This is an optimization exercise on Yosys and OpenROAD, whose aim is small area, a short achievable clock period and few clock cycles per item, not a production implementation. In this exercise RTL edits were held to simulation tests only and were not proved equivalent to the original. Power and IR drop assume default switching activity.

wip/cedar:
==> flow/design.v (excerpt) <==
module mdc_top (
    input  wire logic           clk,
    input  wire logic           rst_n,
    input  wire logic           in_valid,
    input  wire mdc_pkg::code_t in_data,
    output logic                in_credit,
    output logic                out_valid,
    output mdc_pkg::det_t       out_data,
    input  wire logic           out_credit
);
    function automatic logic yields(input logic [3:0] p);
        yields = (p[3:2] != 2'd0) && (p[1:0] != 2'd0);
    endfunction
    logic           iv_r;      
    logic           oc_r;      
    mdc_pkg::elem_t elem;
    mdc_pkg::elem_t win [3];   
    logic [3:0]     rpos;      
    logic           pv;        
    element_decoder dec_i (
        .code (in_data),
        .elem (elem)
    );
    always_ff @(posedge clk) begin
        if (in_valid) begin
            win[0] <= elem;
            for (int i = 1; i < 3; i++) win[i] <= win[i-1];
        end
    end
    always_ff @(posedge clk or negedge rst_n) begin
        if (!rst_n) begin
  ...
Size in the first run: roughly 250 flip-flops, about 44 I/O pins, ~14000 µm² of cells after synthesis.
Settings: LEC_CHECK=0, CAP_MARGIN=20, CORE_MARGIN=2, CORE_UTILIZATION=40, SLEW_MARGIN=20; clock period 9.0 ns.
standard.sh (not shown) runs the stock make flow with config.mk's settings and CLKGATE_MAP_FILE= SYNTH_SCRIPT=/design/flow/synth_recipe.tcl, a recipe that flattens the netlist after the stock synthesis.
==> flow/flow/run.sh <==
#!/bin/bash
set -euo pipefail
export BUFFER_PORTS_ARGS="-buffer_cell sky130_fd_sc_hd__buf_2"
export SETUP_SLACK_MARGIN=6.1
bash standard.sh > standard_make.log 2>&1
wip/cedar finished every stage and its layout cleared the timing, design-rule and antenna checks.
Testbench counts of wip/cedar, summed over its fixed seeds: cycles 4,120, results 2,304.
Modified inputs, wip/tundra compared to wip/cedar
-- flow/flow/run.sh --
<<< wip/cedar, line 4
export SETUP_SLACK_MARGIN=6.1
>>> wip/tundra, line 4
export SETUP_SLACK_MARGIN=5.9
-- flow/config.mk --
<<< wip/cedar, line 10
export CORE_UTILIZATION = 40
>>> wip/tundra, line 10
export CORE_UTILIZATION = 65
export CTS_BUF_LIST = sky130_fd_sc_hd__clkbuf_16
export CTS_CLUSTER_DIAMETER = 90
export CTS_CLUSTER_SIZE = 24
<<< wip/cedar, line 12
>>> wip/tundra, line 15
export TNS_END_PERCENT = 20
--- outcome ---
- Number of distinct standard cells referenced by the synthesized netlist came out exactly the same in wip/tundra and wip/cedar.
- Any difference in area after synthesis between wip/tundra and wip/cedar is small enough to ignore.
- Peak clock frequency supported by timing deteriorates in wip/tundra relative to wip/cedar.
- In wip/tundra, the transition time of the tightest slew-check pin came out 87 ps above the value in wip/cedar.
- Taking wip/cedar as the reference, in wip/tundra largest stage delay on the critical path saw an increase, register share of total power went up by 3.2 points, total power shows a reduction of about 9%.
- Lower total via count after detailed routing goes to wip/tundra over wip/cedar.
- Between wip/cedar and wip/tundra, the flow reports number of tap cells inserted decreasing by more than a quarter.
- Compared with wip/cedar, wip/tundra shows overall routed net length that has gone down by a little under 10%.
Input changes introduced in wip/harbor (baseline for comparison: wip/tundra):
-- flow/flow/run.sh --
<<< wip/tundra, line 4
export SETUP_SLACK_MARGIN=5.9
>>> wip/harbor, line 4
-- flow/config.mk --
<<< wip/tundra, line 10
export CORE_UTILIZATION = 65
>>> wip/harbor, line 10
export CORE_UTILIZATION = 40
<<< wip/tundra, line 15
export TNS_END_PERCENT = 20
>>> wip/harbor, line 15
==> comparison <==
- The depth of the worst register-to-register path of wip/harbor falls short of that of wip/tundra by 1.
- Of wip/tundra and wip/harbor, the lower post-route clock period utilization belongs to wip/tundra.
- Part of the power in combinational logic, wip/tundra and wip/harbor: smaller value in wip/harbor
Setup changes, wip/harbor to wip/garnet
-- flow/flow/run.sh --
<<< wip/harbor, line 4
>>> wip/garnet, line 4
export SETUP_SLACK_MARGIN=5.9
-- flow/config.mk --
<<< wip/harbor, line 10
export CORE_UTILIZATION = 40
>>> wip/garnet, line 10
export CORE_UTILIZATION = 65
<<< wip/harbor, line 12
export CTS_CLUSTER_DIAMETER = 90
export CTS_CLUSTER_SIZE = 24
>>> wip/garnet, line 12
export CTS_CLUSTER_DIAMETER = 110
export CTS_CLUSTER_SIZE = 30
==> run notes <==
Summary of wip/garnet over wip/harbor: layout-stage area growth over the synthesis result has increased, time the worst path needs with I/O delays and setup has decreased.
wip/garnet contains more vias than wip/harbor.
[compare] base=wip/harbor new=wip/garnet: wire length +3.6%; non-clock buffer count +60%; combinational-cell power consumption +about 4%.
Against wip/harbor, wip/garnet comes in 170 ps higher on worst-case setup margin in the final layout.

## port drivers added, routing unchanged
How much do the figures lean on ideal ports? The routed layouts below were timed once more, with nothing changed but the port constraints. Step 1 sets driving cells, clkbuf_16 on the clock port and buf_2 on the other inputs (assumed; they add their load-dependent delay and slew). Step 2, shift: input delay + t, output delay - t, t = (earliest + latest rising clock arrival at the registers) / 2. This alone moves slack from input paths to output paths. Three values: ideal, step 1, step 2; two values: the first two.
run	t (ns)	setup slack, ns	clock arrival spread, ns
wip/cedar	0.581	5.900 / 5.900 / 5.436	0.018 / 0.019
wip/tundra	0.524	5.857 / 5.857 / 5.454	0.018 / 0.017
wip/harbor	0.532	5.763 / 5.763 / 5.407	0.023 / 0.023
wip/garnet	0.529	5.933 / 5.933 / 5.494	0.028 / 0.028
After both steps setup and hold are still met in every run listed. The setup slack of wip/cedar, which loses most, moves by 0.000 ns with the drivers and by -0.464 ns with both steps.
